What follows belongs to an exercise in optimizing a design on an open flow for small area, a short achievable clock period and few clock cycles per item; a production flow would make more cautious choices. RTL that was checked went through simulation tests only; none was proved equivalent to the original. No activity file was given, so power comes from the tool's default toggle rates.

## v26
==> flow/design.v (excerpt) <==
module mmu_bounds_guard
#(
  parameter int ADDR_W = mmu_bounds_guard_pkg::ADDR_W_DEF,
  parameter int SEL_W  = mmu_bounds_guard_pkg::SEL_W_DEF,
  parameter int NSEG   = mmu_bounds_guard_pkg::NSEG_DEF
) (
  input  logic              clk,
  input  logic              rst,
  input  logic              we,
  input  logic [SEL_W-1:0]  sel,
  input  logic [31:0]       lower,
  input  logic [31:0]       upper,
  input  logic              req_valid,
  output logic              req_ready,
  input  logic [ADDR_W-1:0] req_addr,
  input  logic              req_wr,
  output logic              mem_valid,
  input  logic              mem_ready,
  output logic [ADDR_W-1:0] mem_addr,
  output logic              mem_wr,
  output logic              exc,
  output logic [ADDR_W-1:0] exc_addr,
  output logic [SEL_W-1:0]  exc_sel,
  input  logic              exc_ack
);
  logic [SEL_W-1:0]  act;
  logic              live;
  logic              written;
  logic [ADDR_W-1:0] lo;
  logic [ADDR_W-1:0] hi;
  logic              hi_big;
  mmu_bounds_table #(
    .ADDR_W (ADDR_W),
    .SEL_W  (SEL_W),
    .NSEG   (NSEG)
  ) u_table (
    .clk        (clk),
    .rst        (rst),
    .we         (we),
    .sel        (sel),
    .lower      (lower),
    .upper      (upper),
    .active_sel (act),
    .live       (live),
    .written    (written),
    .lo         (lo),
    .hi         (hi),
    .hi_big     (hi_big)
  );
  logic              v_q;
  logic              pass_q;
  logic              chk_q;
  logic              busy_q;
  logic [ADDR_W-1:0] addr_q;
  logic              wr_q;
  logic [SEL_W-1:0]  sel_q;
  logic              free;
  logic              same;
  logic [ADDR_W-1:0] an;
  logic              pass;
  logic n_mv, n_ex;
  mmu_bounds_nand3 u_n_mv (.a(v_q), .b(pass_q),  .c(mem_ready), .y(n_mv));
  mmu_bounds_nand3 u_n_ex (.a(v_q), .b(!pass_q), .c(exc_ack),   .y(n_ex));
  mmu_bounds_nand3 u_rdy  (.a(busy_q), .b(n_mv), .c(n_ex), .y(req_ready));
  assign free = !busy_q || (v_q && (pass_q ? mem_ready : exc_ack));
  assign same = we && (sel == act);
  localparam int AH = ADDR_W / 2;
  logic chk_d, chk_b_q;
  assign chk_d = !chk_q && free && req_valid && same;
  mmu_bounds_dffr u_chk_a (.clk(clk), .rst(rst), .d(chk_d), .q(chk_q));
  mmu_bounds_dffr u_chk_b (.clk(clk), .rst(rst), .d(chk_d), .q(chk_b_q));
  ...
Size in the first run: about 400 cells after synthesis, about 160 I/O pins, about 4700 um^2 of cells after synthesis.
==> flow/config.mk <==
export PLATFORM = sky130hd
export DESIGN_NAME = mmu_bounds_guard
export DESIGN_NICKNAME = mmu_bounds_guard
export VERILOG_FILES = /design/flow/design.v
export SDC_FILE = /design/flow/constraint.sdc
export NUM_CORES = 4
export LEC_CHECK = 0
export CAP_MARGIN = 20
export CORE_MARGIN = 2
export CORE_UTILIZATION = 45
export SETUP_SLACK_MARGIN = 2.95
export SLEW_MARGIN = 20
export SYNTH_HIERARCHICAL = 1
==> flow/constraint.sdc <==
create_clock -name core_clock -period 5.5 [get_ports {clk}]
set_input_delay 1.1000 -clock core_clock [delete_from_list [all_inputs] [get_ports {clk}]]
set_output_delay 1.1000 -clock core_clock [all_outputs]
set_load 0.01 [all_outputs]
standard.sh (not shown) runs the stock make flow with config.mk's settings and CLKGATE_MAP_FILE= SYNTH_SCRIPT=/design/flow/synth_recipe.tcl, a recipe that flattens the netlist after the stock synthesis.
==> flow/flow/run.sh <==
#!/bin/bash
# Standard ORFS layout, with plain buf_1 cells on the ports instead of the
# delay buffers buffer_ports picks by default, and the delay-cell families
# kept out of the post-synthesis repairs. Synthesis is the standard one.
set -euo pipefail
PLAT_DONT_USE=$(make -s -C "$FLOW_HOME" DESIGN_CONFIG="$FLOW_CONFIG" print-DONT_USE_CELLS 2>/dev/null | sed -n 's/^DONT_USE_CELLS: //p')
EXTRA="sky130_fd_sc_hd__clkdlybuf4s15_1 sky130_fd_sc_hd__clkdlybuf4s15_2 sky130_fd_sc_hd__clkdlybuf4s18_1 sky130_fd_sc_hd__clkdlybuf4s18_2 sky130_fd_sc_hd__clkdlybuf4s25_1 sky130_fd_sc_hd__clkdlybuf4s25_2 sky130_fd_sc_hd__clkdlybuf4s50_1 sky130_fd_sc_hd__clkdlybuf4s50_2 sky130_fd_sc_hd__dlygate4sd1_1 sky130_fd_sc_hd__dlygate4sd2_1 sky130_fd_sc_hd__dlygate4sd3_1 sky130_fd_sc_hd__dlymetal6s2s_1 sky130_fd_sc_hd__dlymetal6s4s_1 sky130_fd_sc_hd__dlymetal6s6s_1"
echo "platform dont_use: $PLAT_DONT_USE" > flow_vars.log
bash standard.sh synth > synth.log 2>&1
bash standard.sh "BUFFER_PORTS_ARGS=-buffer_cell sky130_fd_sc_hd__buf_1" "POST_FLOORPLAN_TCL=$PWD/flow/downsize.tcl" "DONT_USE_CELLS=$PLAT_DONT_USE $EXTRA" finish > layout.log 2>&1
==> flow/flow/downsize.tcl <==
# Post-floorplan hook: set every combinational cell that synthesis mapped
# at a larger drive strength back to drive 1 (same function), so that the
# repair steps that follow upsize only what timing needs. Registers, ties
# and buffers are left alone.
set db [ord::get_db]
set n 0
foreach inst [[ord::get_db_block] getInsts] {
  set m [[$inst getMaster] getName]
  if {[regexp {^sky130_fd_sc_hd__(a21oi|o21ai|a21o|o21a|nand2|nor2|nand3|nor3|nand4|nor4|a22oi|o22ai|a211oi|o211ai|a31oi|o31ai|mux2i|xor2|xnor2|inv)_(2|4)$} $m -> fam drv]} {
    set small [$db findMaster sky130_fd_sc_hd__${fam}_1]
    if {$small ne "NULL" && $small ne ""} {
      $inst swapMaster $small
      incr n
    }
  }
}
puts "downsize.tcl: set $n cells to drive 1"
v26: flow completed, timing, DRC and antenna clean
> inputs changed (v26 -> v10)
Settings: changing SETUP_SLACK_MARGIN from 2.95 to 2.8.
Notes after the runs:
Core utilization ended up 1.0 points lower on v10 than on v26. Summary — wire length reported by the detailed router, v10 relative to v26: lower, by about 0.9%. In terms of global-route usage, v26 and v10 differ only marginally. Delta (v10 minus v26): sequential power comparable; final instance area now smaller; sequential cell area comparable; proportion of cell area occupied by multi-input gates now smaller. Going from v26 to v10, the number of buffers other than clock buffers in the final layout was found to have gone down by 4. Comparing v10 with v26, the number of vias per cell came out essentially unchanged. Comparing part of the cycle the worst path needs for v10 and v26, the smaller number came from v26. Final cell count (higher): v26.
No run of this note included a check of the RTL's function; only the layout flow was run.

========
The RTL this note starts from:
==> flow/design.v <==
package mmu_bounds_guard_pkg;
  localparam int ADDR_W_DEF = 26;
  localparam int SEL_W_DEF  = 4;
  localparam int NSEG_DEF   = 11;
  function automatic int levels(input int n);
    levels = (n <= 1) ? 0 : (n <= 2) ? 1 : (n <= 4) ? 2 : (n <= 8) ? 3 :
             (n <= 16) ? 4 : (n <= 32) ? 5 : 6;
  endfunction
endpackage
module mmu_bounds_table
#(
  parameter int ADDR_W = mmu_bounds_guard_pkg::ADDR_W_DEF,
  parameter int SEL_W  = mmu_bounds_guard_pkg::SEL_W_DEF,
  parameter int NSEG   = mmu_bounds_guard_pkg::NSEG_DEF
) (
  input  logic              clk,
  input  logic              rst,
  input  logic              we,
  input  logic [SEL_W-1:0]  sel,
  input  logic [31:0]       lower,
  input  logic [31:0]       upper,
  output logic [SEL_W-1:0]  active_sel,
  output logic              live,
  output logic              written,
  output logic [ADDR_W-1:0] lo,
  output logic [ADDR_W-1:0] hi,
  output logic              hi_big
);
  logic [SEL_W-1:0]  act_q;
  logic              live_q;
  logic              written_q;
  logic [ADDR_W-1:0] lo_q;
  logic [ADDR_W-1:0] hi_q;
  logic              hi_big_q;
  always_ff @(posedge clk or posedge rst) begin
    if (rst) begin
      act_q     <= '0;
      live_q    <= 1'b0;
      written_q <= 1'b0;
    end else if (we) begin
      act_q     <= sel;
      live_q    <= (32'(sel) < NSEG) && (lower[31:ADDR_W] == '0);
      written_q <= 1'b1;
    end
  end
  always_ff @(posedge clk) begin
    if (we) begin
      lo_q     <= lower[ADDR_W-1:0];
      hi_q     <= upper[ADDR_W-1:0];
      hi_big_q <= upper[31:ADDR_W] != '0;
    end
  end
  assign active_sel = act_q;
  assign live       = live_q;
  assign written    = written_q;
  assign lo         = lo_q;
  assign hi         = hi_q;
  assign hi_big     = hi_big_q;
endmodule
module mmu_bounds_check
#(
  parameter int W = mmu_bounds_guard_pkg::ADDR_W_DEF
) (
  input  logic [W-1:0] an,
  input  logic [W-1:0] lo,
  input  logic [W-1:0] hi,
  input  logic         hi_big,
  input  logic         live,
  input  logic         written,
  output logic         pass
);
  localparam int LV = mmu_bounds_guard_pkg::levels(W);
  logic [W-1:0] g_lo, l_lo;
  logic [W-1:0] g_hi, l_hi;
  for (genvar i = 0; i < W; i++) begin : g_bit
    mmu_bounds_nor2  u_g_lo (.a(an[i]), .b(lo[i]), .y(g_lo[i]));
    mmu_bounds_nand2 u_l_lo (.a(an[i]), .b(lo[i]), .y(l_lo[i]));
    mmu_bounds_nand2 u_g_hi (.a(hi[i]), .b(an[i]), .y(g_hi[i]));
    mmu_bounds_nor2  u_l_hi (.a(hi[i]), .b(an[i]), .y(l_hi[i]));
  end
  logic rl_lo, rl_hi;
  mmu_bounds_lt_tree #(.W(W), .KIND_A(1)) u_t_lo (.g(g_lo), .l(l_lo), .rl(rl_lo));
  mmu_bounds_lt_tree #(.W(W), .KIND_A(0)) u_t_hi (.g(g_hi), .l(l_hi), .rl(rl_hi));
  localparam bit ROOT_A_LO = (LV % 2 == 0);
  localparam bit ROOT_A_HI = (LV % 2 == 1);
  logic ge_lo, ge_hi, zero;
  assign ge_lo = ROOT_A_LO ? rl_lo : ~rl_lo;
  assign ge_hi = ROOT_A_HI ? rl_hi : ~rl_hi;
  mmu_bounds_and_all #(.W(W)) u_zero (.a(an), .y(zero));
  assign pass = (~written & zero) | (live & ge_lo & (hi_big | ge_hi));
endmodule
module mmu_bounds_lt_tree
#(
  parameter int W      = mmu_bounds_guard_pkg::ADDR_W_DEF,
  parameter bit KIND_A = 1'b1
) (
  input  logic [W-1:0] g,
  input  logic [W-1:0] l,
  output logic         rl
);
  localparam int LV = mmu_bounds_guard_pkg::levels(W);
  logic [W-1:0] gl [LV+1];
  logic [W-1:0] ll [LV+1];
  assign gl[0] = g;
  assign ll[0] = l;
  for (genvar k = 1; k <= LV; k++) begin : g_lvl
    localparam int N = (W + (1 << (k - 1)) - 1) >> (k - 1);   
    localparam bit A = KIND_A ^ ((k - 1) % 2 == 1);            
    for (genvar i = 0; i < N / 2; i++) begin : g_node
      if (A) begin : g_a
        mmu_bounds_node_a u_n (.g1(gl[k-1][2*i+1]), .l1(ll[k-1][2*i+1]),
                               .g0(gl[k-1][2*i]),   .l0(ll[k-1][2*i]),
                               .g(gl[k][i]), .l(ll[k][i]));
      end else begin : g_b
        mmu_bounds_node_b u_n (.g1(gl[k-1][2*i+1]), .l1(ll[k-1][2*i+1]),
                               .g0(gl[k-1][2*i]),   .l0(ll[k-1][2*i]),
                               .g(gl[k][i]), .l(ll[k][i]));
      end
    end
    if (N % 2 == 1) begin : g_odd
      mmu_bounds_inv u_ig (.a(gl[k-1][N-1]), .y(gl[k][N/2]));
      mmu_bounds_inv u_il (.a(ll[k-1][N-1]), .y(ll[k][N/2]));
    end
    if (N / 2 + N % 2 < W) begin : g_unused
      assign gl[k][W-1:N/2+N%2] = '0;
      assign ll[k][W-1:N/2+N%2] = '0;
    end
  end
  assign rl = ll[LV][0];
endmodule
module mmu_bounds_node_a (
  input  logic g1,
  input  logic l1,
  input  logic g0,
  input  logic l0,
  output logic g,
  output logic l
);
  assign g = ~(g1 | (l1 & g0));
  assign l = ~(l1 & (g1 | l0));
endmodule
module mmu_bounds_node_b (
  input  logic g1,
  input  logic l1,
  input  logic g0,
  input  logic l0,
  output logic g,
  output logic l
);
  assign g = ~(g1 & (l1 | g0));
  assign l = ~(l1 | (g1 & l0));
endmodule
module mmu_bounds_and_all
#(
  parameter int W = mmu_bounds_guard_pkg::ADDR_W_DEF
) (
  input  logic [W-1:0] a,
  output logic         y
);
  assign y = &a;
endmodule
module mmu_bounds_inv (
  input  logic a,
  output logic y
);
  assign y = ~a;
endmodule
module mmu_bounds_nor2 (
  input  logic a,
  input  logic b,
  output logic y
);
  assign y = ~(a | b);
endmodule
module mmu_bounds_nand2 (
  input  logic a,
  input  logic b,
  output logic y
);
  assign y = ~(a & b);
endmodule
module mmu_bounds_nand3 (
  input  logic a,
  input  logic b,
  input  logic c,
  output logic y
);
  assign y = ~(a & b & c);
endmodule
module mmu_bounds_mux2i
#(
  parameter int W = 1
) (
  input  logic [W-1:0] a,
  input  logic [W-1:0] b,
  input  logic         s,
  output logic [W-1:0] y
);
  assign y = ~(s ? b : a);
endmodule
module mmu_bounds_guard
#(
  parameter int ADDR_W = mmu_bounds_guard_pkg::ADDR_W_DEF,
  parameter int SEL_W  = mmu_bounds_guard_pkg::SEL_W_DEF,
  parameter int NSEG   = mmu_bounds_guard_pkg::NSEG_DEF
) (
  input  logic              clk,
  input  logic              rst,
  input  logic              we,
  input  logic [SEL_W-1:0]  sel,
  input  logic [31:0]       lower,
  input  logic [31:0]       upper,
  input  logic              req_valid,
  output logic              req_ready,
  input  logic [ADDR_W-1:0] req_addr,
  input  logic              req_wr,
  output logic              mem_valid,
  input  logic              mem_ready,
  output logic [ADDR_W-1:0] mem_addr,
  output logic              mem_wr,
  output logic              exc,
  output logic [ADDR_W-1:0] exc_addr,
  output logic [SEL_W-1:0]  exc_sel,
  input  logic              exc_ack
);
  logic [SEL_W-1:0]  act;
  logic              live;
  logic              written;
  logic [ADDR_W-1:0] lo;
  logic [ADDR_W-1:0] hi;
  logic              hi_big;
  mmu_bounds_table #(
    .ADDR_W (ADDR_W),
    .SEL_W  (SEL_W),
    .NSEG   (NSEG)
  ) u_table (
    .clk        (clk),
    .rst        (rst),
    .we         (we),
    .sel        (sel),
    .lower      (lower),
    .upper      (upper),
    .active_sel (act),
    .live       (live),
    .written    (written),
    .lo         (lo),
    .hi         (hi),
    .hi_big     (hi_big)
  );
  logic              v_q;
  logic              pass_q;
  logic              chk_q;
  logic              busy_q;
  logic [ADDR_W-1:0] addr_q;
  logic              wr_q;
  logic [SEL_W-1:0]  sel_q;
  logic              free;
  logic              same;
  logic [ADDR_W-1:0] an;
  logic              pass;
  logic n_mv, n_ex;
  mmu_bounds_nand3 u_n_mv (.a(v_q), .b(pass_q),  .c(mem_ready), .y(n_mv));
  mmu_bounds_nand3 u_n_ex (.a(v_q), .b(!pass_q), .c(exc_ack),   .y(n_ex));
  mmu_bounds_nand3 u_rdy  (.a(busy_q), .b(n_mv), .c(n_ex), .y(req_ready));
  assign free = !busy_q || (v_q && (pass_q ? mem_ready : exc_ack));
  assign same = we && (sel == act);
  mmu_bounds_mux2i #(.W(ADDR_W)) u_amux (.a(req_addr), .b(addr_q), .s(chk_q), .y(an));
  mmu_bounds_check #(.W(ADDR_W)) u_check (
    .an     (an),
    .lo     (lo),
    .hi     (hi),
    .hi_big (hi_big),
    .live    (live),
    .written (written),
    .pass   (pass)
  );
  always_ff @(posedge clk or posedge rst) begin
    if (rst) begin
      v_q    <= 1'b0;
      chk_q  <= 1'b0;
      busy_q <= 1'b0;
    end else if (chk_q) begin
      v_q    <= 1'b1;
      chk_q  <= 1'b0;
    end else if (free) begin
      v_q    <= req_valid && !same;
      chk_q  <= req_valid && same;
      busy_q <= req_valid;
    end
  end
  always_ff @(posedge clk) begin
    if (chk_q || free) begin
      pass_q <= pass;
    end
    if (free) begin
      addr_q <= req_addr;
      wr_q   <= req_wr;
      sel_q  <= act;
    end
  end
  assign mem_valid = v_q && pass_q;
  assign mem_addr  = addr_q;
  assign mem_wr    = wr_q;
  assign exc       = v_q && !pass_q;
  assign exc_addr  = addr_q;
  assign exc_sel   = sel_q;
endmodule
export LEC_CHECK = 0
export CAP_MARGIN = 20
export CORE_MARGIN = 2
export CORE_UTILIZATION = 60
export SETUP_SLACK_MARGIN = 2.8
export SLEW_MARGIN = 20
export SYNTH_HIERARCHICAL = 1
create_clock -name core_clock -period 5.5 [get_ports {clk}]
Scripts as last shown in full above: flow/flow/run.sh, flow/flow/downsize.tcl
Testbench counts at the start, summed over its fixed seeds: cycles 16,058, items 16,000.
Change:
- CORE_UTILIZATION: 60 -> 45
- SETUP_SLACK_MARGIN: 2.8 -> 2.85
Sequential cell count does not change.
Power rose by a few percent.
Global-route usage fell by 4.6 points.
Maximum frequency is about the same.
Clock skew is about the same.
Utilization fell by 17 points.
Sequential power barely changes.
First-iteration DRC count fell by well over a third.
Change:
--- a/flow/flow/run.sh
+++ b/flow/flow/run.sh
@@ -9,2 +9,2 @@
 bash standard.sh synth > synth.log 2>&1
-bash standard.sh "BUFFER_PORTS_ARGS=-buffer_cell sky130_fd_sc_hd__buf_1" "POST_FLOORPLAN_TCL=$PWD/flow/downsize.tcl" "DONT_USE_CELLS=$PLAT_DONT_USE $EXTRA" finish > layout.log 2>&1
+bash standard.sh "BUFFER_PORTS_ARGS=-buffer_cell sky130_fd_sc_hd__buf_1" "POST_FLOORPLAN_TCL=$PWD/flow/downsize.tcl" "RECOVER_POWER=100" "DONT_USE_CELLS=$PLAT_DONT_USE $EXTRA" finish > layout.log 2>&1
- SETUP_SLACK_MARGIN: 2.85 -> 2.8
What happened: The changed run ran to the end with violations: capacitance limit, slew limit. Combinational power goes down by about 2%. Synthesized cell count does not change. Sequential power is about the same. Utilization goes down by 0.54 points. Design area is lower by 1.0%. Fmax falls by 27%.

-- separate check: timing with driven ports --
No port has a modelled driver above. Below, the same layouts with a new extraction and two added sets of constraints. Step 1 assumes that a clkbuf_16 drives the clock port and a buf_2 every other input. Step 2, shift: input delay + t, output delay - t, t = (earliest + latest rising clock arrival at the registers) / 2. This alone moves slack from input paths to output paths. Slacks: ideal ports / drivers / drivers and shift; pairs: ideal ports / drivers.
| run | t (ns) | setup slack, ns | hold slack, ns | worst data-port slew with drivers (ns) |
|---|---|---|---|---|
| v26 | 0.389 | 2.931 / 2.904 / 2.672 | 0.495 / 0.495 / 0.495 | 0.05 |
| v10 | 0.389 | 2.868 / 2.844 / 2.562 | 0.494 / 0.494 / 0.494 | 0.05 |
| the first run of note 2 | 0.388 | 2.889 / 2.864 / 2.589 | 0.494 / 0.494 / 0.494 | 0.05 |
| the second run of note 2 | 0.377 | 2.892 / 2.871 / 2.596 | 0.495 / 0.495 / 0.495 | 0.05 |
| the third run of note 2 | 0.378 | 1.938 / 1.938 / 1.560 | 0.495 / 0.495 / 0.495 | 0.05 |
For the third run of note 2, which loses most, drivers alone change the setup slack by 0.000 ns; drivers and shift together by -0.378 ns.
